This is an optimization exercise on Yosys and OpenROAD, whose aim is small area, a short achievable clock period and few clock cycles, not a production implementation.
In this exercise RTL edits were held to simulation tests only and were not proved equivalent to the original.
Power figures rest on the tool's default switching activity, not on a simulated workload.

==> design.v <==
`default_nettype none
package ssdc_pkg;
	localparam logic [16:0] K1 = 17'd25990;
	localparam logic [16:0] K2 = 17'd97343;
	localparam logic [16:0] C3_2_14 = 17'd49152;     
	localparam logic [16:0] C15625 = 17'd15625;      
	localparam logic [2:0] S_P = 3'd0, S_T = 3'd1, S_S = 3'd2, S_D1 = 3'd3, S_D2 = 3'd4,
		S_AG = 3'd5;
	localparam logic [3:0] Z_D1 = 4'd0, Z_D2 = 4'd1, Z_R1 = 4'd2, Z_R2 = 4'd3, Z_AG = 4'd4,
		Z_DS = 4'd5, Z_E = 4'd6, Z_FR = 4'd7, Z_ONE = 4'd8, Z_3 = 4'd9, Z_C46 = 4'd10,
		Z_K1 = 4'd11, Z_K2 = 4'd12, Z_MEG = 4'd13, Z_A1 = 4'd14, Z_A2 = 4'd15;
endpackage
`default_nettype wire
`default_nettype none
module ssdc_cfg (
	input  wire logic        clk,
	input  wire logic        arst_n,
	input  wire logic        psel,
	input  wire logic        penable,
	input  wire logic        pwrite,
	input  wire logic [2:0]  paddr,
	input  wire logic [31:0] pwdata,
	output logic      [31:0] prdata,
	output logic             pready,
	output logic      [15:0] restitution_q,
	output logic      [15:0] friction_q
);
	logic wr;
	assign pready = 1'b1;
	assign wr = psel & penable & pwrite;
	always_ff @(posedge clk or negedge arst_n) begin
		if (!arst_n) begin
			restitution_q <= 16'd58982;
			friction_q <= 16'd0;
		end else if (wr) begin
			if (paddr[2]) friction_q <= pwdata[15:0];
			else restitution_q <= pwdata[15:0];
		end
	end
	logic sel_q;
	always_ff @(posedge clk) sel_q <= paddr[2];
	assign prdata = sel_q ? {16'd0, friction_q} : {16'd0, restitution_q};
endmodule
`default_nettype wire
`default_nettype none
module ssdc_unit (
	input  wire logic         clk,
	input  wire logic         arst_n,
	input  wire logic         start,
	input  wire logic [96:0]  r0,        
	input  wire logic [47:0]  l0,        
	input  wire logic         sat0,      
	input  wire logic [96:0]  dvs,       
	input  wire logic         out_ready,
	output logic              busy,
	output logic              out_valid,
	output logic [47:0]       drag,
	output logic              sat
);
	logic        first_q;
	logic [5:0]  cnt_q;
	logic [96:0] r_q;
	logic [47:0] l_q;
	logic [97:0] rp;
	logic [98:0] diff;
	logic        ge;
	assign rp = first_q ? {1'b0, r_q} : {r_q, l_q[47]};
	assign diff = {1'b0, rp} - {2'b0, dvs};
	assign ge = ~diff[98];
	always_ff @(posedge clk or negedge arst_n) begin
		if (!arst_n) begin
			busy <= 1'b0;
			out_valid <= 1'b0;
			first_q <= 1'b0;
			cnt_q <= '0;
		end else begin
			if (out_valid & out_ready) out_valid <= 1'b0;
			if (start) begin
				busy <= 1'b1;
				first_q <= 1'b1;
				cnt_q <= '0;
			end else if (busy) begin
				if (first_q) begin
					first_q <= 1'b0;
					if (sat | ge) begin
						busy <= 1'b0;
						out_valid <= 1'b1;
					end
				end else begin
					cnt_q <= cnt_q + 1'b1;
					if (cnt_q == 6'd47) begin
						busy <= 1'b0;
						out_valid <= 1'b1;
					end
				end
			end
		end
	end
	always_ff @(posedge clk) begin
		if (start) begin
			r_q <= r0;
			l_q <= l0;
			sat <= sat0;
		end else if (busy) begin
			if (first_q) begin
				if (sat | ge) begin
					sat <= 1'b1;
					l_q <= '1;
				end
			end else begin
				r_q <= ge ? diff[96:0] : rp[96:0];
				l_q <= {l_q[46:0], ge};
			end
		end
	end
	assign drag = l_q;
endmodule
`default_nettype wire
`default_nettype none
module ssdc_csa #(parameter int W = 50) (
	input  wire logic [W-1:0] a,
	input  wire logic [W-1:0] b,
	input  wire logic [W-1:0] c,
	output logic      [W-1:0] s,
	output logic      [W-1:0] co
);
	assign s = a ^ b ^ c;
	assign co = {((a[W-2:0] & b[W-2:0]) | (a[W-2:0] & c[W-2:0]) | (b[W-2:0] & c[W-2:0])), 1'b0};
endmodule
module ssdc_mac (
	input  wire logic [31:0] x,
	input  wire logic [16:0] z,
	input  wire logic [31:0] y,
	output logic      [49:0] ps,
	output logic      [49:0] pc
);
	logic [49:0] r [0:17];
	logic [49:0] l1 [0:11];
	logic [49:0] l2 [0:7];
	logic [49:0] l3 [0:5];
	logic [49:0] l4 [0:3];
	logic [49:0] l5 [0:2];
	genvar k;
	generate
		for (k = 0; k < 17; k++) begin : g_pp
			assign r[k] = {18'd0, x & {32{z[k]}}} << k;
		end
	endgenerate
	assign r[17] = {18'd0, y};
	generate
		for (k = 0; k < 6; k++) begin : g_l1
			ssdc_csa u (.a(r[3*k]), .b(r[3*k+1]), .c(r[3*k+2]), .s(l1[2*k]), .co(l1[2*k+1]));
		end
		for (k = 0; k < 4; k++) begin : g_l2
			ssdc_csa u (.a(l1[3*k]), .b(l1[3*k+1]), .c(l1[3*k+2]), .s(l2[2*k]), .co(l2[2*k+1]));
		end
		for (k = 0; k < 2; k++) begin : g_l3
			ssdc_csa u (.a(l2[3*k]), .b(l2[3*k+1]), .c(l2[3*k+2]), .s(l3[2*k]), .co(l3[2*k+1]));
		end
		for (k = 0; k < 2; k++) begin : g_l4
			ssdc_csa u (.a(l3[3*k]), .b(l3[3*k+1]), .c(l3[3*k+2]), .s(l4[2*k]), .co(l4[2*k+1]));
		end
	endgenerate
	assign l3[4] = l2[6];
	assign l3[5] = l2[7];
	ssdc_csa u_l5 (.a(l4[0]), .b(l4[1]), .c(l4[2]), .s(l5[0]), .co(l5[1]));
	assign l5[2] = l4[3];
	ssdc_csa u_l6 (.a(l5[0]), .b(l5[1]), .c(l5[2]), .s(ps), .co(pc));
endmodule
`default_nettype wire
`default_nettype none
module ssdc_dec (
	input  wire logic [4:0] u,
	output logic            dst,       
	output logic [2:0]      dbase,
	output logic [2:0]      len,       
	output logic [2:0]      src,
	output logic [2:0]      sbase,
	output logic [2:0]      slen,      
	output logic            sh,        
	output logic            acc,
	output logic [3:0]      z
);
	always_comb begin
		dst = 1'b0; dbase = 3'd0; len = 3'd0; src = ssdc_pkg::S_P; sbase = 3'd0;
		slen = 3'd1; sh = 1'b0; acc = 1'b0; z = ssdc_pkg::Z_ONE;
		unique case (u)
			5'd0:  begin dst = 1'b0; dbase = 3'd4; len = 3'd0; src = ssdc_pkg::S_D1; sbase = 3'd0; slen = 3'd1; z = ssdc_pkg::Z_D1; end
			5'd1:  begin dst = 1'b1; dbase = 3'd0; len = 3'd1; src = ssdc_pkg::S_S;  sbase = 3'd0; slen = 3'd2; z = ssdc_pkg::Z_D1; end
			5'd2:  begin dst = 1'b1; dbase = 3'd2; len = 3'd0; src = ssdc_pkg::S_D2; sbase = 3'd0; slen = 3'd1; z = ssdc_pkg::Z_D2; end
			5'd3:  begin dst = 1'b0; dbase = 3'd4; len = 3'd1; src = ssdc_pkg::S_P;  sbase = 3'd4; slen = 3'd1; z = ssdc_pkg::Z_D1; end
			5'd4:  begin dst = 1'b1; dbase = 3'd2; len = 3'd1; src = ssdc_pkg::S_T;  sbase = 3'd2; slen = 3'd1; z = ssdc_pkg::Z_D2; end
			5'd5:  begin dst = 1'b0; dbase = 3'd4; len = 3'd2; src = ssdc_pkg::S_P;  sbase = 3'd4; slen = 3'd2; z = ssdc_pkg::Z_R1; end
			5'd6:  begin dst = 1'b1; dbase = 3'd2; len = 3'd1; src = ssdc_pkg::S_T;  sbase = 3'd2; slen = 3'd2; z = ssdc_pkg::Z_R2; end
			5'd7:  begin dst = 1'b0; dbase = 3'd4; len = 3'd2; src = ssdc_pkg::S_T;  sbase = 3'd2; slen = 3'd2; acc = 1'b1; z = ssdc_pkg::Z_ONE; end
			5'd8:  begin dst = 1'b0; dbase = 3'd4; len = 3'd2; src = ssdc_pkg::S_P;  sbase = 3'd4; slen = 3'd3; z = ssdc_pkg::Z_AG; end
			5'd9:  begin dst = 1'b0; dbase = 3'd4; len = 3'd3; src = ssdc_pkg::S_P;  sbase = 3'd4; slen = 3'd3; z = ssdc_pkg::Z_AG; end
			5'd10: begin dst = 1'b1; dbase = 3'd0; len = 3'd2; src = ssdc_pkg::S_T;  sbase = 3'd0; slen = 3'd2; z = ssdc_pkg::Z_D2; end
			5'd11: begin dst = 1'b1; dbase = 3'd0; len = 3'd2; src = ssdc_pkg::S_T;  sbase = 3'd0; slen = 3'd3; z = ssdc_pkg::Z_3; end
			5'd12: begin dst = 1'b1; dbase = 3'd0; len = 3'd2; src = ssdc_pkg::S_AG; sbase = 3'd0; slen = 3'd1; acc = 1'b1; z = ssdc_pkg::Z_DS; end
			5'd13: begin dst = 1'b0; dbase = 3'd0; len = 3'd3; src = ssdc_pkg::S_T;  sbase = 3'd0; slen = 3'd3; sh = 1'b1; z = ssdc_pkg::Z_C46; end
			5'd14: begin dst = 1'b1; dbase = 3'd0; len = 3'd2; src = ssdc_pkg::S_T;  sbase = 3'd0; slen = 3'd3; z = ssdc_pkg::Z_FR; end
			5'd15: begin dst = 1'b1; dbase = 3'd0; len = 3'd3; src = ssdc_pkg::S_T;  sbase = 3'd0; slen = 3'd3; z = ssdc_pkg::Z_K1; end
			5'd16: begin dst = 1'b1; dbase = 3'd0; len = 3'd3; src = ssdc_pkg::S_T;  sbase = 3'd0; slen = 3'd4; z = ssdc_pkg::Z_K2; end
			5'd17: begin dst = 1'b0; dbase = 3'd0; len = 3'd3; src = ssdc_pkg::S_T;  sbase = 3'd0; slen = 3'd4; acc = 1'b1; z = ssdc_pkg::Z_ONE; end
			5'd18: begin dst = 1'b0; dbase = 3'd0; len = 3'd4; src = ssdc_pkg::S_P;  sbase = 3'd0; slen = 3'd4; z = ssdc_pkg::Z_E; end
			5'd19: begin dst = 1'b0; dbase = 3'd0; len = 3'd4; src = ssdc_pkg::S_P;  sbase = 3'd0; slen = 3'd5; z = ssdc_pkg::Z_MEG; end
			5'd20: begin dst = 1'b0; dbase = 3'd0; len = 3'd5; src = ssdc_pkg::S_P;  sbase = 3'd0; slen = 3'd5; z = ssdc_pkg::Z_A1; end
			5'd21: begin dst = 1'b0; dbase = 3'd0; len = 3'd5; src = ssdc_pkg::S_P;  sbase = 3'd0; slen = 3'd6; z = ssdc_pkg::Z_A2; end
			5'd22: begin dst = 1'b0; dbase = 3'd0; len = 3'd6; src = ssdc_pkg::S_P;  sbase = 3'd0; slen = 3'd6; z = ssdc_pkg::Z_R1; end
			5'd23: begin dst = 1'b0; dbase = 3'd0; len = 3'd6; src = ssdc_pkg::S_P;  sbase = 3'd0; slen = 3'd7; z = ssdc_pkg::Z_R2; end
			5'd24: begin dst = 1'b0; dbase = 3'd0; len = 3'd7; src = ssdc_pkg::S_P;  sbase = 3'd0; slen = 3'd7; z = ssdc_pkg::Z_DS; end
			default: ;
		endcase
	end
endmodule
`default_nettype wire
`default_nettype none
module solid_solid_drag_coefficient (
	input  wire logic        clk,
	input  wire logic        arst_n,
	input  wire logic        psel,
	input  wire logic        penable,
	input  wire logic        pwrite,
	input  wire logic [2:0]  paddr,
	input  wire logic [31:0] pwdata,
	output logic      [31:0] prdata,
	output logic             pready,
	input  wire logic        in_valid,
	output logic             in_ready,
	input  wire logic [15:0] alpha_gas,
	input  wire logic [15:0] alpha_first,
	input  wire logic [15:0] alpha_second,
	input  wire logic [15:0] diameter_first,
	input  wire logic [15:0] diameter_second,
	input  wire logic [15:0] density_first,
	input  wire logic [15:0] density_second,
	input  wire logic [15:0] phase_alpha,
	input  wire logic [15:0] phase_diameter,
	input  wire logic        phase_is_solid,
	input  wire logic        last_phase,
	output logic             out_valid,
	input  wire logic        out_ready,
	output logic      [47:0] drag_coeff,
	output logic             saturated
);
	logic [15:0] restitution_q, friction_q;
	ssdc_cfg u_cfg (
		.clk(clk), .arst_n(arst_n), .psel(psel), .penable(penable), .pwrite(pwrite),
		.paddr(paddr), .pwdata(pwdata), .prdata(prdata), .pready(pready),
		.restitution_q(restitution_q), .friction_q(friction_q)
	);
	localparam logic [1:0] PU_IDLE = 2'd0, PU_DIV = 2'd1, PU_ACC = 2'd2, PU_FIN = 2'd3;
	logic [1:0]  pu_q;
	logic [39:0] sum_q;
	logic        fault_q;
	logic        plast_q;
	logic [3:0]  pcnt_q;
	logic [15:0] prem_q, pdv_q;
	logic [31:0] pdq_q;
	logic        accept;
	logic        s_done;           
	logic [16:0] pr1, pr2;
	logic [16:0] pd1, pd2;
	logic        pge1, pge2;
	logic [15:0] prn1, prn2;
	logic [40:0] sum_next;
	logic [15:0] ag_f, a1_f, a2_f, d1_f, d2_f, r1_f, r2_f;
	assign in_ready = (pu_q == PU_IDLE);
	assign accept = in_valid & in_ready;
	assign pr1 = {prem_q, pdq_q[31]};
	assign pd1 = pr1 - {1'b0, pdv_q};
	assign pge1 = ~pd1[16] | pr1[16];
	assign prn1 = pge1 ? pd1[15:0] : pr1[15:0];
	assign pr2 = {prn1, pdq_q[30]};
	assign pd2 = pr2 - {1'b0, pdv_q};
	assign pge2 = ~pd2[16] | pr2[16];
	assign prn2 = pge2 ? pd2[15:0] : pr2[15:0];
	assign sum_next = {1'b0, sum_q} + {9'd0, pdq_q};
	always_ff @(posedge clk or negedge arst_n) begin
		if (!arst_n) begin
			pu_q <= PU_IDLE;
			sum_q <= '0;
			fault_q <= 1'b0;
			plast_q <= 1'b0;
			pcnt_q <= '0;
		end else begin
			unique case (pu_q)
				PU_IDLE: begin
					if (accept) begin
						plast_q <= last_phase;
						pcnt_q <= '0;
						if (phase_is_solid & (phase_diameter != 16'd0)) begin
							pu_q <= PU_DIV;
						end else begin
							if (phase_is_solid) fault_q <= 1'b1;
							if (last_phase) pu_q <= PU_FIN;
						end
					end
				end
				PU_DIV: begin
					pcnt_q <= pcnt_q + 1'b1;
					if (pcnt_q == 4'd15) pu_q <= PU_ACC;
				end
				PU_ACC: begin
					if (sum_next[40]) begin
						sum_q <= '1;
						fault_q <= 1'b1;
					end else begin
						sum_q <= sum_next[39:0];
					end
					pu_q <= plast_q ? PU_FIN : PU_IDLE;
				end
				PU_FIN: begin
					if (s_done) begin
						sum_q <= '0;
						fault_q <= 1'b0;
						pu_q <= PU_IDLE;
					end
				end
				default: pu_q <= PU_IDLE;
			endcase
		end
	end
	always_ff @(posedge clk) begin
		if (accept) begin
			prem_q <= '0;
			pdq_q <= {phase_alpha, 16'd0};
			pdv_q <= phase_diameter;
			ag_f <= alpha_gas;
			a1_f <= alpha_first;
			a2_f <= alpha_second;
			d1_f <= diameter_first;
			d2_f <= diameter_second;
			r1_f <= density_first;
			r2_f <= density_second;
		end else if (pu_q == PU_DIV) begin
			prem_q <= prn2;
			pdq_q <= {pdq_q[29:0], pge1, pge2};
		end
	end
	localparam logic [2:0] MU_IDLE = 3'd0, MU_RUN = 3'd1, MU_BUB = 3'd2, MU_COPY = 3'd3,
		MU_DR1 = 3'd4, MU_DR2 = 3'd5, MU_WDIV = 3'd6;
	logic [2:0]  mu_q;
	logic [4:0]  u_q;
	logic [2:0]  i_q;
	logic        kf_q;
	logic [15:0] ag_b, a1_b, a2_b, d1_b, d2_b, r1_b, r2_b;
	logic [16:0] dsum_b;
	logic [31:0] p_q [0:7];
	logic [31:0] t_q [0:3];
	logic [96:0] dvs_q;
	logic        issue;
	logic        mu_take;
	logic        dv_start;
	logic        dv_busy, dv_valid;
	logic        copy_d;
	logic [4:0]  u_n;
	logic [2:0]  i_n;
	logic        n_dst, n_sh, n_acc;
	logic [2:0]  n_dbase, n_len, n_src, n_sbase, n_slen;
	logic [3:0]  n_z;
	logic [3:0]  n_sj;
	logic        u_dst, u_acc, xvalid, last_word, sj0, u_first;
	logic [2:0]  u_src, pidx, tidx, u_waddr;
	logic [3:0]  u_z;
	logic [31:0] prd, trd, xw, yw, scal;
	logic [16:0] zv;
	ssdc_dec u_dec (
		.u(u_n), .dst(n_dst), .dbase(n_dbase), .len(n_len), .src(n_src), .sbase(n_sbase),
		.slen(n_slen), .sh(n_sh), .acc(n_acc), .z(n_z)
	);
	always_comb begin
		u_n = u_q;
		i_n = i_q;
		if (mu_take) begin
			u_n = '0;
			i_n = '0;
		end else if (issue) begin
			if (last_word) begin
				u_n = u_q + 1'b1;
				i_n = '0;
			end else begin
				i_n = i_q + 1'b1;
			end
		end
	end
	assign n_sj = {1'b0, i_n} - {3'b0, n_sh};
	always_ff @(posedge clk) begin
		u_dst <= n_dst;
		u_acc <= n_acc;
		u_src <= n_src;
		u_z <= n_z;
		xvalid <= ~n_sj[3] & (n_sj[2:0] < n_slen);
		last_word <= (i_n == n_len);
		sj0 <= n_sj[0];
		u_first <= (i_n == 3'd0);
		pidx <= (n_src == ssdc_pkg::S_P) ? (n_sbase + n_sj[2:0]) : (n_dbase + i_n);
		tidx <= (n_src == ssdc_pkg::S_T) ? (n_sbase + n_sj[2:0]) : (n_dbase + i_n);
		u_waddr <= n_dbase + i_n;
	end
	assign prd = p_q[pidx];
	assign trd = t_q[tidx[1:0]];
	always_comb begin
		unique case (u_src)
			ssdc_pkg::S_P:  scal = prd;
			ssdc_pkg::S_T:  scal = trd;
			ssdc_pkg::S_S:  scal = sj0 ? {24'd0, sum_q[39:32]} : sum_q[31:0];
			ssdc_pkg::S_D1: scal = {16'd0, d1_b};
			ssdc_pkg::S_D2: scal = {16'd0, d2_b};
			ssdc_pkg::S_AG: scal = {ag_b, 16'd0};
			default: scal = '0;
		endcase
	end
	assign xw = xvalid ? scal : 32'd0;
	assign yw = u_acc ? (u_dst ? trd : prd) : 32'd0;
	always_comb begin
		unique case (u_z)
			ssdc_pkg::Z_D1:  zv = {1'b0, d1_b};
			ssdc_pkg::Z_D2:  zv = {1'b0, d2_b};
			ssdc_pkg::Z_R1:  zv = {1'b0, r1_b};
			ssdc_pkg::Z_R2:  zv = {1'b0, r2_b};
			ssdc_pkg::Z_AG:  zv = {1'b0, ag_b};
			ssdc_pkg::Z_DS:  zv = dsum_b;
			ssdc_pkg::Z_E:   zv = {1'b1, restitution_q};
			ssdc_pkg::Z_FR:  zv = {1'b0, friction_q};
			ssdc_pkg::Z_ONE: zv = 17'd1;
			ssdc_pkg::Z_3:   zv = 17'd3;
			ssdc_pkg::Z_C46: zv = ssdc_pkg::C3_2_14;
			ssdc_pkg::Z_K1:  zv = ssdc_pkg::K1;
			ssdc_pkg::Z_K2:  zv = ssdc_pkg::K2;
			ssdc_pkg::Z_MEG: zv = ssdc_pkg::C15625;
			ssdc_pkg::Z_A1:  zv = {1'b0, a1_b};
			ssdc_pkg::Z_A2:  zv = {1'b0, a2_b};
			default: zv = '0;
		endcase
	end
	assign issue = (mu_q == MU_RUN);
	assign s_done = issue & (u_q == 5'd1) & last_word;
	assign dv_start = (mu_q == MU_WDIV) & ~dv_busy & ~dv_valid;
	assign mu_take = (pu_q == PU_FIN) & ((mu_q == MU_IDLE) | dv_start);
	assign copy_d = ~dv_busy & (((mu_q == MU_RUN) & (u_q == 5'd17) & last_word) | (mu_q == MU_COPY));
	always_ff @(posedge clk or negedge arst_n) begin
		if (!arst_n) begin
			mu_q <= MU_IDLE;
			u_q <= '0;
			i_q <= '0;
		end else begin
			u_q <= u_n;
			i_q <= i_n;
			if (mu_take) begin
				mu_q <= MU_RUN;
			end else begin
				unique case (mu_q)
					MU_RUN: begin
						if (last_word) begin
							if (u_q == 5'd6) mu_q <= MU_BUB;
							else if ((u_q == 5'd17) & ~copy_d) mu_q <= MU_COPY;
							else if (u_q == 5'd24) mu_q <= MU_DR1;
						end
					end
					MU_BUB:  mu_q <= MU_RUN;
					MU_COPY: if (copy_d) mu_q <= MU_RUN;
					MU_DR1:  mu_q <= MU_DR2;
					MU_DR2:  mu_q <= MU_WDIV;
					MU_WDIV: if (dv_start) mu_q <= MU_IDLE;
					default: mu_q <= MU_IDLE;
				endcase
			end
		end
	end
	logic        v1_q, v2_q;
	logic        f1_q, f2_q;        
	logic        w1_q, w2_q;        
	logic [2:0]  a1_q, a2_q;        
	logic [31:0] x1_q, y1_q;
	logic [16:0] z1_q;
	logic [49:0] s2_q, c2_q;
	logic [17:0] cin_q;
	logic [49:0] ps, pc;
	logic [49:0] wsum;
	always_ff @(posedge clk or negedge arst_n) begin
		if (!arst_n) begin
			v1_q <= 1'b0;
			v2_q <= 1'b0;
		end else begin
			v1_q <= issue;
			v2_q <= v1_q;
		end
	end
	always_ff @(posedge clk) begin
		if (mu_take) begin
			ag_b <= ag_f;
			a1_b <= a1_f;
			a2_b <= a2_f;
			d1_b <= d1_f;
			d2_b <= d2_f;
			r1_b <= r1_f;
			r2_b <= r2_f;
			dsum_b <= {1'b0, d1_f} + {1'b0, d2_f};
			kf_q <= fault_q;
		end
		x1_q <= xw;
		y1_q <= yw;
		z1_q <= zv;
		f1_q <= u_first;
		w1_q <= u_dst;
		a1_q <= u_waddr;
		s2_q <= ps;
		c2_q <= pc;
		f2_q <= f1_q;
		w2_q <= w1_q;
		a2_q <= a1_q;
		cin_q <= wsum[49:32];
		if (copy_d) dvs_q <= {p_q[7][0], p_q[6], p_q[5], p_q[4]};
	end
	ssdc_mac u_mac (.x(x1_q), .z(z1_q), .y(y1_q), .ps(ps), .pc(pc));
	assign wsum = s2_q + c2_q + {32'd0, (f2_q ? 18'd0 : cin_q)};
	genvar gw;
	generate
		for (gw = 0; gw < 8; gw++) begin : g_p
			always_ff @(posedge clk) begin
				if (v2_q & ~w2_q & (a2_q == gw)) p_q[gw] <= wsum[31:0];
			end
		end
		for (gw = 0; gw < 4; gw++) begin : g_t
			always_ff @(posedge clk) begin
				if (v2_q & w2_q & (a2_q[1:0] == gw)) t_q[gw] <= wsum[31:0];
			end
		end
	endgenerate
	logic [255:0] mv;
	assign mv = {p_q[7], p_q[6], p_q[5], p_q[4], p_q[3], p_q[2], p_q[1], p_q[0]};
	ssdc_unit u_div (
		.clk(clk), .arst_n(arst_n), .start(dv_start),
		.r0(mv[218:122]), .l0(mv[121:74]), .sat0(kf_q | (|mv[255:219])),
		.dvs(dvs_q), .out_ready(out_ready),
		.busy(dv_busy), .out_valid(dv_valid), .drag(drag_coeff), .sat(saturated)
	);
	assign out_valid = dv_valid;
endmodule
`default_nettype wire
==> run.sh <==
#!/bin/bash
# synth_recipe.tcl (not shown) runs the flow's synth.tcl, then flattens the netlist and writes it again
# the make line also repeats each setting of config.mk as NAME=value (left out here)
make -C /OpenROAD-flow-scripts/flow DESIGN_CONFIG=/design/flow/config.mk WORK_HOME=/design/flow/orfs CLKGATE_MAP_FILE= SYNTH_SCRIPT=/design/flow/synth_recipe.tcl finish
==> config.mk <==
export PLATFORM = sky130hd
export DESIGN_NAME = solid_solid_drag_coefficient
export DESIGN_NICKNAME = solid_solid_drag_coefficient
export VERILOG_FILES = /design/flow/design.v
export SDC_FILE = /design/flow/constraint.sdc
export NUM_CORES = 4
export LEC_CHECK = 0
export CAP_MARGIN = 20
export CORE_MARGIN = 2
export CORE_UTILIZATION = 55
export SETUP_SLACK_MARGIN = 5
export SLEW_MARGIN = 20
==> constraint.sdc <==
create_clock -name core_clock -period 10.0 [get_ports {clk}]
set_input_delay 2.0000 -clock core_clock [delete_from_list [all_inputs] [get_ports {clk}]]
set_output_delay 2.0000 -clock core_clock [all_outputs]
set_load 0.01 [all_outputs]
==> notes.md <==
==> state kept, by name, indices dropped and copies added (netlist names), 18 cells and up <==
register   cells
c2_q          48
cin_q         18
dvs_q         97
p_q          256
pdq_q         32
s2_q          49
sum_q         40
t_q          128
u_div.l_q     48
u_div.r_q     97
x1_q          32
y1_q          32
==> cell type report <==
class,count,area [µm²]
clock buffers,172,3750
clock inverters,84,1090
repair buffers,378,3740
flip-flops and latches,1263,34900
diodes,3,7.51
inverters,644,2420
fillers,11338,52200
well taps,1876,2350
multi-input cells,4745,38800
==> logic make-up after synthesis <==
family | Yosys count | share of synthesized area
and+or+nand+nor | 1947 | 0.119
AOI/OAI and AO/OA | 1419 | 0.116
DFF | 1263 | 0.453
buffers and inverters | 1021 | 0.0513
adders and majority gates | 863 | 0.189
muxes | 285 | 0.0470
xor gates and xnor gates | 212 | 0.0241
other | 2 | 0.0000976
==> timing repair <==
item | CTS | global route
hold buffers | 0 | 0
endpoints found under the setup margin | 188 | 171
gates cloned | 5 | 6
buffers inserted | 19 | 13
resized for setup | 58 | 41
pin swaps | 13 | 12
==> worst max-delay path by stage <==
stage | to | slack, ns | depth (start not counted)
after floorplan | u_div.l_q[0] | 5.01 | 19
after global placement | u_div.r_q[27] | 3.69 | 17
after detailed placement | u_div.r_q[12] | 3.69 | 17
after CTS | prem_q[14] | 4.71 | 27
after global routing | prem_q[14] | 4.35 | 28
final | prem_q[15] | 4.63 | 27
==> cell usage in the layout (no fill, tap or decap), types with 24 or more instances in the layout <==
master,instances
nor3_1,60
xor2_1,77
or3_1,26
buf_4,116
o211ai_1,24
o22ai_1,36
a31oi_1,59
mux2_2,169
inv_1,641
nor2_1,329
nand2_1,820
o21ai_0,341
mux2i_1,70
a221oi_1,27
clkdlybuf4s50_1,235
o21bai_1,56
and3_1,44
a22oi_1,40
a21o_1,105
a21oi_1,409
edfxtp_1,901
nand4_1,65
mux4_2,44
clkbuf_16,149
nor2b_1,69
o21ai_1,39
nand2b_1,30
a22o_1,40
nand3_1,74
ha_1,357
fa_1,500
dfxtp_1,239
dfrtp_1,91
xnor2_1,123
and2_1,315
a222oi_1,24
o21a_1,31
==> layer usage <==
| layer | wire length, µm | global-route usage | share of wire |
|---|---|---|---|
| met1 | 99100 | 0.471 | 0.42 |
| met2 | 105000 | 0.501 | 0.45 |
| met3 | 20900 | 0.0551 | 0.089 |
| met4 | 8990 | 0.115 | 0.038 |
| met5 | 0 | 0 | 0 |
==> report_power, final <==
group	total (mW)	switching [mW]	internal (mW)
clock network	5.43	2.27	3.16
registers	6.13	0.246	5.89
logic	2.70	1.48	1.22
total	14.3	4.00	10.3
==> through the flow <==
stage | power (mW) | setup slack (ns)
2_1_floorplan | 8.06 | 5.01
3_3_place_gp | 8.63 | 3.69
3_5_place_dp | 8.70 | 3.69
4_1_cts | 14.3 | 4.71
5_1_grt | 14.8 | 4.35
6_report | 14.3 | 4.63
==> flow_summary_export.csv <==
group,metric,value,unit
clock_network,tritoncts,"yes",
critical_path,reg2reg_from,"pdq_q[31]",
layout,syn_to_final_growth,13.1,%
timing,fmax,186,MHz
pwr,peakVddDrop,0.254,mV
critical_path,crit_start,"pdq_q[31]",
synthesis,ys_seq_area_frac,0.453,
routing,dr.pass1.iters,7,
synthesis,synthesis.area,0.0769,mm²
hold_path,worstHoldStart,"a1_q[2]",
floorplan,ioPinCount,272,
clock_network,clockBufferDepth,3,
floorplan,die_w,378,µm
synthesis,yosys-top-cells-area,"edfxtp_1 (35%), fa_1 (13%), dfxtp_1 (6.8%)",
layout,postLayoutCellArea,0.0870,mm²
critical_path,worstPathArrival,6.07,ns
hold_path,worstHoldEndpoint,"a2_q[2]",
timing,finalClockSkew,0.0357,ns
synthesis,yosys-top-cells-count,"edfxtp_1 (901), nand2_1 (821), inv_1 (643), fa_1 (502), a21oi_1 (417)",
hold_path,hold_class,"reg2reg",
clock_network,clk_pin_slew,0.06,ns
global_route,grt_pass1_wl,345000,µm
placement,placedCellCount,8861,
critical_path,startpoint_type,"flop",
pwr,power.density,164,mW/mm²
synthesis,synthArstFlopShare,0.0808,
critical_path,end_kind,"flop",
routing,totalWireLength,234000,µm
synthesis,yosysTopAreaCellShare,0.352,
floorplan,start_util,0.553,
hold_path,hold_depth,0,
synthesis,ys_types,93,
timing,period_minus_slack,5.37,ns
placement,port_buffers,236,
critical_path,crit_fanout,4,
synthesis,synthesis.instances,7012,
timing,setup_viol,0,
pwr,p_leak,34.8,nW
timing,holdWs,0.322,ns
critical_path,cpPeakStageDelay,0.48,ns
clock_network,htreeDepth,4,
critical_path,crit_required,10.70,ns
floorplan,die_area,0.143,mm²
routing,drt-initial-drc-count,6015,
synthesis,yosysMostFrequentCell,"edfxtp_1",
synthesis,synth_edf_count,901,
routing,routedWlPerCell,25.6,µm
global_route,antenna_found_initial,14,
timing,relSlewSlack,0.180,
global_route,grt_pass1_vias,54252,
layout,fin_cells,9165,
routing,drcViolationCount,0,
clock_network,clock_latency,0.80,ns
timing,rsz0062_at_grt,"true",
layout,fin_util,0.625,
run,max_cap_viol_count,0,
placement,gp_congestion,0.925,
global_route,globalRouteOverflowTotal,0,
layout,drive_gt1_frac,0.0998,
floorplan,rows,137,
status,status,"no timing/DRC/antenna violations",
layout,fin_nets,8223,
clock_network,cts_root_buf,"clkbuf_16",
synthesis,synthFlopType,"edfxtp_1",
critical_path,crit_family,"compound AO/OA/AOI/OAI gates",
placement,hpwl,167000,µm
synthesis,ys_ff_latch,1263,
synthesis,synth_top_area_cell,"edfxtp_1",
global_route,track_usage,0.327,
critical_path,rrSetupSlack,4.63,ns
timing,fin_crit_sh,0.537,
global_route,grt_max_degree,96,
synthesis,syn_avg_cell_area,11.0,µm²
timing,hold_violations,0,
critical_path,ff2ff_path_depth,27,
critical_path,worstReg2RegEnd,"prem_q[15]",
critical_path,crit_type,"reg2reg",
synthesis,ys_warn_count,16,
timing,drv_slew,0,
floorplan,core_region_area,0.139,mm²
timing,finalSetupTns,0,ns
routing,vias,55220,
critical_path,path_buf_inv,3,
floorplan,die_h,378,µm
critical_path,cpMaxStageDelayCell,"edfxtp_1",
routing,ant_nets,0,
clock_network,clkSinkCount,1263,
clock_network,cts-buffers-inserted,140,
routing,vias_per_cell,6.03,
timing,worst_pin_slew,1.22,ns
placement,placed_cell_area,0.0812,mm²
Testbench counts, summed over its fixed seeds: cycles 32,379.

-- port drivers added, routing unchanged --
No port has a modelled driver above. Below, the same layout with a new extraction and two added sets of constraints. Step 1 assumes that a clkbuf_16 drives the clock port and a buf_2 every other input. Step 2 adds t to the input delays and takes it off the output delays; t is the mean of the earliest and latest rising clock arrival at the registers after step 1. Input paths then give back, and output paths get back, about the clock's delay inside the block. a / b / c = no drivers / after step 1 / after step 2; a / b = the first two.
shift t [ns]: 0.873
setup slack, ns: 4.629 / 4.629 / 4.629
slew at the worst register clock pin (ns): 0.07 / 0.07
pins driven straight from the clock port: 1
After both steps setup and hold are still met in this run. The setup slack of this run moves by 0.000 ns with the drivers and by 0.000 ns with both steps.
